Source: an optimization exercise on an open RTL-to-GDS flow (aim: small area and a short achievable clock period). Production flows keep margins and buffers that such runs may drop.
At most, simulation tests tie the RTL to the original design; equivalence was not proved.
The clock input has no modelled driver; a real chip could not lean on it and would need a root buffer or a full tree.
Power figures rest on the tool's default switching activity, not on a simulated workload.

==> indigo: inputs <==
## strawman_rx_fsm
module strawman_rx_fsm #(
  parameter int DATA_LINE_WIDTH = 40,
  parameter int WORD_SIZE       = 32,
  parameter int TIMEOUT_CYCLES  = 64
) (
  input  logic                       clk,
  input  logic                       rst,
  input  logic [DATA_LINE_WIDTH-1:0] i_flit,
  input  logic                       i_flit_valid,
  output logic [1075:0]              o_protocol_bus,
  output logic                       o_valid,
  input  logic                       i_ready,
  output logic                       o_err,
  output logic                       o_overflow,
  output logic                       o_busy
);
  if (DATA_LINE_WIDTH != 40 || WORD_SIZE != 32 || TIMEOUT_CYCLES < 1) begin : g_bad_cfg
    $error("strawman_rx_fsm: unsupported parameter set");
  end
  logic r_ex, r_dat, r_done, r_busy;
  logic r_valid, r_err, r_ovf;
  logic        rx_mode;
  logic [2:0]  rx_cmd, rx_len;
  logic        rx_azero;           
  logic [31:0] rx_addr;
  logic [5:0]  rx_f1, rx_f2;
  logic [1023:0] rx_data;
  logic [4:0]  r_cnt;
  logic        ob_mode;
  logic [2:0]  ob_cmd, ob_len;
  logic [31:0] ob_addr;
  logic [5:0]  ob_f1, ob_f2;
  logic [1023:0] ob_data;
  logic w_hdr, w_bad, w_good, w_last, w_dwe, w_exwe, w_load, w_hold;
  logic [2:0] h_cmd, h_len;
  logic h_mode;
  assign h_mode = i_flit[0];
  assign h_cmd  = i_flit[4:2];
  assign h_len  = i_flit[7:5];
  assign w_hdr  = !r_busy && i_flit_valid && i_flit[1];
  assign w_bad  = h_cmd > 3'd2 || h_len > 3'd5;
  assign w_good = w_hdr && !w_bad;
  assign w_last = r_cnt == 5'((6'd1 << rx_len) - 6'd1);
  assign w_dwe  = r_dat && i_flit_valid;
  ...
clock: 5.0 ns
lec_check: 0
cap_margin: 20
core_margin: 2
core_utilization: 40
setup_slack_margin: 3.05
slew_margin: 20
standard.sh (not shown) runs the stock make flow with config.mk's settings and CLKGATE_MAP_FILE= SYNTH_SCRIPT=/design/flow/synth_recipe.tcl, a recipe that flattens the netlist after the stock synthesis.
==> flow/flow/run.sh <==
#!/bin/bash
cp standard.sh standard.sh.txt
export BUFFER_PORTS_ARGS="-buffer_cell sky130_fd_sc_hd__buf_2"
export PRE_CTS_TCL="$(pwd)/flow/cts_hook.tcl"
export MCTS_REGIONS=4
export MCTS_CLUSTER=30
bash standard.sh MATCH_CELL_FOOTPRINT=0 finish > standard.log 2>&1
==> flow/flow/cts_hook.tcl <==
source [file join [file dirname [info script]] mcts.tcl]
mcts_build $::env(MCTS_REGIONS) $::env(MCTS_CLUSTER)
set_propagated_clock [all_clocks]
rename clock_tree_synthesis orfs_clock_tree_synthesis_unused
proc clock_tree_synthesis { args } {
  puts "clock tree built by cts_hook.tcl; TritonCTS not run"
}
==> flow/flow/mcts.tcl <==
# Manual two-level clock tree: the clock port drives NQ root clkbuf_16 (one per region),
# each root drives the clkbuf_16 leaf buffers of its region, each leaf drives about CS flip-flops.
proc mcts_centroid { its } {
  set sx 0; set sy 0
  foreach it $its {
    set b [[$it getInst] getBBox]
    set sx [expr {$sx + ([$b xMin]+[$b xMax])/2}]
    set sy [expr {$sy + ([$b yMin]+[$b yMax])/2}]
  }
  set n [llength $its]
  return [list [expr {$sx/$n}] [expr {$sy/$n}]]
}
proc mcts_xy { it } {
  set b [[$it getInst] getBBox]
  return [list [expr {([$b xMin]+[$b xMax])/2}] [expr {([$b yMin]+[$b yMax])/2}]]
}
# split items (list of {x y payload}) into k groups of equal count, in strips along x then y
proc mcts_grid { items k } {
  set n [llength $items]
  set kx [expr {max(1, int(round(sqrt($k))))}]
  set ky [expr {max(1, int(ceil(double($k)/$kx)))}]
  set byx [lsort -real -index 0 $items]
  set groups {}
  set per [expr {double($n)/$kx}]
  for {set i 0} {$i < $kx} {incr i} {
    set a [expr {int(round($i*$per))}]; set b [expr {int(round(($i+1)*$per))-1}]
    set strip [lsort -real -index 1 [lrange $byx $a $b]]
    set m [llength $strip]
    set per2 [expr {double($m)/$ky}]
    for {set j 0} {$j < $ky} {incr j} {
      set c [expr {int(round($j*$per2))}]; set d [expr {int(round(($j+1)*$per2))-1}]
      set g [lrange $strip $c $d]
      if {[llength $g]} { lappend groups $g }
    }
  }
  return $groups
}
proc mcts_build { nq cs } {
  set block [ord::get_db_block]
  set db [ord::get_db]
  set master [$db findMaster sky130_fd_sc_hd__clkbuf_16]
  set clk [$block findNet clk]
  set items {}
  foreach it [$clk getITerms] {
    if {[[$it getMTerm] getIoType] ne "INPUT"} continue
    lassign [mcts_xy $it] x y
    lappend items [list $x $y $it]
  }
  set regions [mcts_grid $items $nq]
  set r 0
  foreach reg $regions {
    set nl [expr {max(1, int(round(double([llength $reg])/$cs)))}]
    set clusters [mcts_grid $reg $nl]
    set rnet [odb::dbNet_create $block "clknet_r$r"]
    $rnet setSigType CLOCK
    set rinst [odb::dbInst_create $block $master "clkbuf_r$r"]
    set lx 0; set ly 0; set l 0
    foreach cl $clusters {
      set its {}
      foreach e $cl { lappend its [lindex $e 2] }
      lassign [mcts_centroid $its] cx cy
      set lnet [odb::dbNet_create $block "clknet_r${r}_l$l"]
      $lnet setSigType CLOCK
      set linst [odb::dbInst_create $block $master "clkbuf_r${r}_l$l"]
      $linst setLocation [expr {int($cx)}] [expr {int($cy)}]
      $linst setPlacementStatus PLACED
      [$linst findITerm A] connect $rnet
      [$linst findITerm X] connect $lnet
      foreach it $its { $it disconnect; $it connect $lnet }
      set lx [expr {$lx + $cx}]; set ly [expr {$ly + $cy}]
      incr l
    }
    $rinst setLocation [expr {int($lx/$l)}] [expr {int($ly/$l)}]
    $rinst setPlacementStatus PLACED
    [$rinst findITerm A] connect $clk
    [$rinst findITerm X] connect $rnet
    puts "mcts: region $r: [llength $reg] sinks, $l leaves"
    incr r
  }
}
==> maple (differences from indigo) <==
==> flow/flow/run.sh (replaced) <==
#!/bin/bash
cp standard.sh standard.sh.txt
export BUFFER_PORTS_ARGS="-buffer_cell sky130_fd_sc_hd__buf_2"
export CTS_ARGS="-sink_clustering_enable -repair_clock_nets -sink_clustering_size 30 -sink_clustering_max_diameter 120 -dont_use_dummy_load"
bash standard.sh > standard.log 2>&1
- SETUP_SLACK_MARGIN: 3.05 -> 2.8
removed: flow/flow/cts_hook.tcl
removed: flow/flow/mcts.tcl
==> cedar (differences from indigo) <==
--- a/flow/flow/run.sh
+++ b/flow/flow/run.sh
@@ -4,4 +4,5 @@
 export PRE_CTS_TCL="$(pwd)/flow/cts_hook.tcl"
 export MCTS_REGIONS=4
 export MCTS_CLUSTER=30
+export POST_GLOBAL_PLACE_TCL="$(pwd)/flow/gp_hook.tcl"
 bash standard.sh MATCH_CELL_FOOTPRINT=0 finish > standard.log 2>&1
==> flow/flow/cts_hook.tcl (replaced) <==
source [file join [file dirname [info script]] mcts.tcl]
mcts_build $::env(MCTS_REGIONS) $::env(MCTS_CLUSTER) [expr {[info exists ::env(MCTS_MIDS)] ? $::env(MCTS_MIDS) : 1}]
set_propagated_clock [all_clocks]
rename clock_tree_synthesis orfs_clock_tree_synthesis_unused
proc clock_tree_synthesis { args } {
  puts "clock tree built by cts_hook.tcl; TritonCTS not run"
}
==> flow/flow/gp_hook.tcl (new file) <==
# POST_GLOBAL_PLACE hook: place the pins again now that the cells (and the port buffers) are
# placed, so each port sits at the die edge next to its buffer.
log_cmd place_pins -hor_layers $::env(IO_PLACER_H) -ver_layers $::env(IO_PLACER_V) {*}[env_var_or_empty PLACE_PINS_ARGS]
--- a/flow/flow/mcts.tcl
+++ b/flow/flow/mcts.tcl
@@ -35,7 +35,7 @@
   }
   return $groups
 }
-proc mcts_build { nq cs } {
+proc mcts_build { nq cs {nm 1} } {
   set block [ord::get_db_block]
   set db [ord::get_db]
   set master [$db findMaster sky130_fd_sc_hd__clkbuf_16]
@@ -74,7 +74,33 @@
     $rinst setPlacementStatus PLACED
     [$rinst findITerm A] connect $clk
     [$rinst findITerm X] connect $rnet
+    if {$nm > 1} { mcts_midlevel $block $master $rnet $nm "r$r" }
     puts "mcts: region $r: [llength $reg] sinks, $l leaves"
     incr r
   }
 }
+
+# Put NM mid buffers between a root net and the leaf buffers it drives.
+proc mcts_midlevel { block master rnet nm tag } {
+  set items {}
+  foreach it [$rnet getITerms] {
+    if {[[$it getMTerm] getIoType] ne "INPUT"} continue
+    lassign [mcts_xy $it] x y
+    lappend items [list $x $y $it]
+  }
+  set m 0
+  foreach g [mcts_grid $items $nm] {
+    set its {}
+    foreach e $g { lappend its [lindex $e 2] }
+    lassign [mcts_centroid $its] cx cy
+    set mnet [odb::dbNet_create $block "clknet_${tag}_m$m"]
+    $mnet setSigType CLOCK
+    set minst [odb::dbInst_create $block $master "clkbuf_${tag}_m$m"]
+    $minst setLocation [expr {int($cx)}] [expr {int($cy)}]
+    $minst setPlacementStatus PLACED
+    foreach it $its { $it disconnect; $it connect $mnet }
+    [$minst findITerm A] connect $rnet
+    [$minst findITerm X] connect $mnet
+    incr m
+  }
+}
- SETUP_SLACK_MARGIN: 3.05 -> 2.8
==> comparison table <==
quantity                                                      maple         cedar      indigo
Part of the power in the clock network                        31.3%         30.9%       31.0%
Power dissipated in the clock network                     0.00823 W     0.00808 W   0.00812 W
Worst Reg2Reg Path Length in Cells                                3             5           6
Max frequency                                               443 MHz       456 MHz     477 MHz
Flop pwr share                                                65.9%         66.3%       66.1%
Run status                         no timing/DRC/antenna violations  no timing/DRC/antenna violations  no timing/DRC/antenna violations
Setup slack of the worst register-to-register path          2.83 ns       2.90 ns     2.98 ns
CTS clock-pin slew for the worst setup and hold paths       0.11 ns       0.10 ns     0.10 ns
Power Internal                                             0.0204 W      0.0204 W    0.0204 W
Global-route wire length before repair                    349000 um     343000 um   354000 um
Critical Path AT                                            1.26 ns       1.19 ns     1.10 ns
Fraction of power spent switching nets                        22.4%         22.0%       22.2%
Net switching component of the power                      0.00588 W     0.00575 W   0.00580 W
# fillers                                                     13800         14900       13700
DRT iter0 DRCs                                                 4281          4845        5385
End of the worst register-to-register path             rx_data[325]  ob_data[390]      r_done
Sequential share of cell area                                 52.6%         57.5%       51.6%
Routed vias                                                   48800         47600       49900
Slowest stage delay, CP                                     0.41 ns       0.37 ns     0.40 ns
In indigo and cedar the design's own scripts or RTL, not TritonCTS, make the clock network.

---

==> job 1923 <==
Another version of the RTL of strawman_rx_fsm (not shown whole).
==> module strawman_rx_fsm, before the edit <==
module strawman_rx_fsm #(
  parameter int DATA_LINE_WIDTH = 40,
  parameter int WORD_SIZE       = 32,
  parameter int TIMEOUT_CYCLES  = 64
) (
  input  logic                       clk,
  input  logic                       rst,
  input  logic [DATA_LINE_WIDTH-1:0] i_flit,
  input  logic                       i_flit_valid,
  output logic [1075:0]              o_protocol_bus,
  output logic                       o_valid,
  input  logic                       i_ready,
  output logic                       o_err,
  output logic                       o_overflow,
  output logic                       o_busy
);
  typedef enum logic [1:0] {IDLE, EX_ADDR, DATA, DONE} state_t;
  state_t r_state, w_next;
  logic r_mode, r_valid, r_err, r_ovf;
  logic [2:0] r_cmd, r_len;
  logic [31:0] r_addr;
  logic [1023:0] r_data;
  logic [5:0] r_f1, r_f2, r_cnt;
  logic [1075:0] r_bus;
  logic w_hdr, w_bad, w_last, w_load, w_tmo, w_err;
  if (DATA_LINE_WIDTH != 40 || WORD_SIZE != 32 || TIMEOUT_CYCLES < 1) begin : g_bad_cfg
    $error("strawman_rx_fsm: unsupported parameter set");
  end
  assign w_hdr  = r_state == IDLE && i_flit_valid && i_flit[1];
  assign w_bad  = i_flit[4:2] > 3'd2 || i_flit[7:5] > 3'd5;
  assign w_last = r_cnt == (6'd1 << r_len) - 6'd1;
  assign w_load = r_state == DONE && (!r_valid || i_ready);
  assign w_tmo = 1'b0;
  always_ff @(posedge clk)
    r_state <= rst ? IDLE : w_next;
  always_comb begin
    w_next = r_state;
    w_err  = 1'b0;
    case (r_state)
      IDLE:    if (w_hdr) begin
                 w_err  = w_bad;
                 w_next = w_bad ? IDLE :
                          (!i_flit[0] && i_flit[4:2] == 3'd0) ? DONE :
                          (i_flit[0] && i_flit[4:2] != 3'd2) ? EX_ADDR : DATA;
               end
      EX_ADDR: if (i_flit_valid) w_next = r_cmd == 3'd0 ? DONE : DATA;
      DATA:    if (i_flit_valid && w_last) w_next = DONE;
      default: w_next = IDLE;
    endcase
    if (w_tmo) begin
      w_next = IDLE;
      w_err  = 1'b1;
    end
  end
  always_ff @(posedge clk) begin
    if (rst) begin
      r_mode  <= '0;
      r_cmd   <= '0;
      r_len   <= '0;
      r_addr  <= '0;
      r_data  <= '0;
      r_f1    <= '0;
      r_f2    <= '0;
      r_cnt   <= '0;
      r_bus   <= '0;
      r_valid <= '0;
      r_err   <= '0;
      r_ovf   <= '0;
    end else begin
      if (w_hdr && !w_bad) begin
        r_mode <= i_flit[0];
        r_cmd  <= i_flit[4:2];
        r_len  <= i_flit[7:5];
        r_addr <= (!i_flit[0] && i_flit[4:2] != 3'd2) ? i_flit[39:8] : 32'h0;
        r_f1   <= i_flit[0] ? i_flit[13:8] : 6'h0;
        r_f2   <= i_flit[0] ? i_flit[19:14] : 6'h0;
        r_data <= '0;
        r_cnt  <= '0;
      end
      if (r_state == EX_ADDR && i_flit_valid) r_addr <= i_flit[31:0];
      if (r_state == DATA && i_flit_valid) begin
        r_data[r_cnt[4:0] * WORD_SIZE +: WORD_SIZE] <= i_flit[WORD_SIZE-1:0];
        r_cnt <= r_cnt + 6'd1;
      end
      if (w_load) r_bus <= {r_f2, r_f1, r_data, r_addr, r_len, r_cmd, 1'b1, r_mode};
      r_valid <= w_load || (r_valid && !i_ready);
      if (r_state == DONE && !w_load) r_ovf <= 1'b1;
      r_err <= w_err;
    end
  end
  assign o_protocol_bus = r_bus;
  assign o_valid        = r_valid;
  assign o_err          = r_err;
  assign o_overflow     = r_ovf;
  assign o_busy         = r_state != IDLE;
endmodule
clock: 5.0 ns
lec_check: 0
cap_margin: 20
core_margin: 2
core_utilization: 40
slew_margin: 20
run.sh (not shown) runs the stock make flow with config.mk's settings and CLKGATE_MAP_FILE= SYNTH_SCRIPT=/design/flow/synth_recipe.tcl, a recipe that flattens the netlist after the stock synthesis.
Stock flow here: none of the scripts above is used.
==> job 3442 (differences from job 1923) <==
==> flow/design.v (replaced) <==
module strawman_rx_fsm #(
  parameter int DATA_LINE_WIDTH = 40,
  parameter int WORD_SIZE       = 32,
  parameter int TIMEOUT_CYCLES  = 64
) (
  input  logic                       clk,
  input  logic                       rst,
  input  logic [DATA_LINE_WIDTH-1:0] i_flit,
  input  logic                       i_flit_valid,
  output logic [1075:0]              o_protocol_bus,
  output logic                       o_valid,
  input  logic                       i_ready,
  output logic                       o_err,
  output logic                       o_overflow,
  output logic                       o_busy
);
  if (DATA_LINE_WIDTH != 40 || WORD_SIZE != 32 || TIMEOUT_CYCLES < 1) begin : g_bad_cfg
    $error("strawman_rx_fsm: unsupported parameter set");
  end
  logic r_ex, r_dat, r_done, r_busy;
  logic r_valid, r_err, r_ovf;
  logic        rx_mode;
  logic [2:0]  rx_cmd, rx_len;
  logic        rx_azero;           
  logic [31:0] rx_addr;
  logic [5:0]  rx_f1, rx_f2;
  logic [1023:0] rx_data;
  logic [31:0] r_sel;             
  logic        ob_mode;
  logic [2:0]  ob_cmd, ob_len;
  logic [31:0] ob_addr;
  logic [5:0]  ob_f1, ob_f2;
  logic [1023:0] ob_data;
  logic w_hdr, w_bad, w_good, w_last, w_dwe, w_exwe, w_load, w_hold;
  logic [2:0] h_cmd, h_len;
  logic h_mode;
  assign h_mode = i_flit[0];
  assign h_cmd  = i_flit[4:2];
  assign h_len  = i_flit[7:5];
  assign w_hdr  = !r_busy && i_flit_valid && i_flit[1];
  assign w_bad  = h_cmd > 3'd2 || h_len > 3'd5;
  assign w_good = w_hdr && !w_bad;
  always_comb begin
    case (rx_len)
      3'd0:    w_last = r_sel[0];
      3'd1:    w_last = r_sel[1];
      3'd2:    w_last = r_sel[3];
      3'd3:    w_last = r_sel[7];
      3'd4:    w_last = r_sel[15];
      default: w_last = r_sel[31];
    endcase
  end
  assign w_dwe  = r_dat && i_flit_valid;
  assign w_exwe = r_ex && i_flit_valid;
  assign w_load = r_done && (!r_valid || i_ready);
  assign w_hold = r_valid && !i_ready;
  always_ff @(posedge clk) begin
    if (rst) begin
      r_ex    <= 1'b0;
      r_dat   <= 1'b0;
      r_done  <= 1'b0;
      r_busy  <= 1'b0;
      r_valid <= 1'b0;
      r_err   <= 1'b0;
      r_ovf   <= 1'b0;
    end else begin
      r_ex    <= w_good ? (h_mode && h_cmd != 3'd2) : (r_ex && !i_flit_valid);
      r_dat   <= w_good ? (h_cmd != 3'd0 && !(h_mode && h_cmd != 3'd2)) :
                 w_exwe ? (rx_cmd != 3'd0) : (r_dat && !(i_flit_valid && w_last));
      r_done  <= w_good ? (!h_mode && h_cmd == 3'd0) :
                 (w_exwe && rx_cmd == 3'd0) || (w_dwe && w_last);
      r_busy  <= w_good || (r_busy && !r_done);
      r_valid <= w_load || w_hold;
      r_err   <= w_hdr && w_bad;
      if (r_done && !w_load) r_ovf <= 1'b1;
    end
  end
  always_ff @(posedge clk) begin
    if (!r_busy) begin
      rx_mode  <= h_mode;
      rx_cmd   <= h_cmd;
      rx_len   <= h_len;
      rx_azero <= h_mode || h_cmd == 3'd2;
      rx_f1    <= i_flit[13:8];
      rx_f2    <= i_flit[19:14];
      rx_addr  <= i_flit[39:8];
      r_sel    <= 32'h1;
    end else begin
      if (w_exwe) begin
        rx_addr  <= i_flit[31:0];
        rx_azero <= 1'b0;
      end
      if (w_dwe) r_sel <= {r_sel[30:0], 1'b0};
    end
  end
  for (genvar k = 0; k < 32; k++) begin : g_word
    logic w_sel, w_we;
    assign w_sel = r_dat && r_sel[k];
    assign w_we  = w_sel && i_flit_valid;
    always_ff @(posedge clk)
      rx_data[32*k +: 32] <= (i_flit[31:0] & {32{w_we}}) | (rx_data[32*k +: 32] & {32{r_dat}});
  end
  always_ff @(posedge clk) begin
    ob_mode <= (rx_mode & w_load) | (ob_mode & w_hold);
    ob_cmd  <= (rx_cmd & {3{w_load}}) | (ob_cmd & {3{w_hold}});
    ob_len  <= (rx_len & {3{w_load}}) | (ob_len & {3{w_hold}});
    ob_addr <= (rx_addr & {32{w_load && !rx_azero}}) | (ob_addr & {32{w_hold}});
    ob_f1   <= (rx_f1 & {6{w_load && rx_mode}}) | (ob_f1 & {6{w_hold}});
    ob_f2   <= (rx_f2 & {6{w_load && rx_mode}}) | (ob_f2 & {6{w_hold}});
    ob_data <= (rx_data & {1024{w_load}}) | (ob_data & {1024{w_hold}});
  end
  assign o_protocol_bus = {ob_f2, ob_f1, ob_data, ob_addr, ob_len, ob_cmd, 1'b1, ob_mode};
  assign o_valid    = r_valid;
  assign o_err      = r_err;
  assign o_overflow = r_ovf;
  assign o_busy     = r_busy;
endmodule
==> flow/flow/run.sh (new file) <==
#!/bin/bash
cp standard.sh standard.sh.txt
export BUFFER_PORTS_ARGS="-buffer_cell sky130_fd_sc_hd__buf_2"
export CTS_ARGS="-sink_clustering_enable -repair_clock_nets -sink_clustering_size 30 -sink_clustering_max_diameter 120 -dont_use_dummy_load"
bash standard.sh > standard.log 2>&1
==> flow/standard.sh (new file) <==
#!/bin/bash
# synth_recipe.tcl (not shown) runs the flow's synth.tcl, then flattens the netlist and writes it again
# the make line also repeats each setting of config.mk as NAME=value (left out here)
make -C /OpenROAD-flow-scripts/flow DESIGN_CONFIG=/design/flow/config.mk WORK_HOME=/design/flow/orfs CLKGATE_MAP_FILE= SYNTH_SCRIPT=/design/flow/synth_recipe.tcl "${@:-finish}"
--- a/flow/config.mk
+++ b/flow/config.mk
@@ -9,3 +9,4 @@
 export CORE_MARGIN = 2
 export CORE_UTILIZATION = 40
+export SETUP_SLACK_MARGIN = 2.6
 export SLEW_MARGIN = 20
removed: flow/run.sh
==> reports/results.tsv <==
stage	metric	value	unit
detailed_routing	met3 wire length	17700	um
global_routing	gr usage total	26.0	%
clock_network	# resized after CTS	6	
final_layout	leading cell type in the layout, fill and taps excluded	dfxtp_1	
setup_path	crit-path max cell delay	500	ps
final_layout	top flop regs	ob_data x1024, rx_data x1024	
outcome	status	complete, no violations	
-- figures above: job 3442

==> reports/results.tsv <==
stage	metric	value	unit
final_layout	leading cell type in the layout, fill and taps excluded	nand2_1	
final_layout	top flop regs	r_bus x1076, r_data x1024, r_addr x32	
setup_path	crit path buf inv count	1	
setup_path	crit path max fanout	64	
logic_synthesis	Synthesized Nets	8541	
detailed_routing	met3 wire length	18300	um
global_routing	gr usage total	29.8	%
logic_synthesis	most common cell in the synthesized netlist	nand2_1	
sta	worst hold slack	439	ps
clock_network	# resized after CTS	0	
outcome	status	complete, no violations	
final_layout	largest class	registers	
-- figures above: job 1923

The RTL of job 3442 was laid out without a check of its function.

separate check: timing with driven ports:
The results above use ideal ports. As a check the final layouts listed here were re-extracted and re-timed, cells and wires unchanged. Step 1: set_driving_cell puts a clkbuf_16 on clk and a buf_2 on each other input, an assumption about the parent block. Step 2, shift: input delay + t, output delay - t, t = (earliest + latest rising clock arrival at the registers) / 2. This alone moves slack from input paths to output paths. Three values: ideal, step 1, step 2; two values: the first two.
run | shift t [ns] | setup WS [ns] | hold WS [ns] | worst data-port slew with drivers (ns)
indigo | 0.780 | 2.905 / 2.700 / 2.367 | 0.464 / 0.464 / 0.464 | 0.13
maple | 0.782 | 2.742 / 2.653 / 1.931 | 0.419 / 0.419 / 0.419 | 0.25
cedar | 0.766 | 2.806 / 2.602 / 2.067 | 0.457 / 0.457 / 0.457 | 0.25
job 1923 | 0.938 | 0.858 / 0.858 / 0.666 | 0.439 / 0.439 / 0.439 | 0.11
job 3442 | 0.762 | 2.571 / 2.568 / 1.805 | 0.420 / 0.420 / 0.420 | 0.12
After both steps setup and hold are still met in every run listed. The setup slack of maple, which loses most, moves by -0.089 ns with the drivers and by -0.811 ns with both steps.
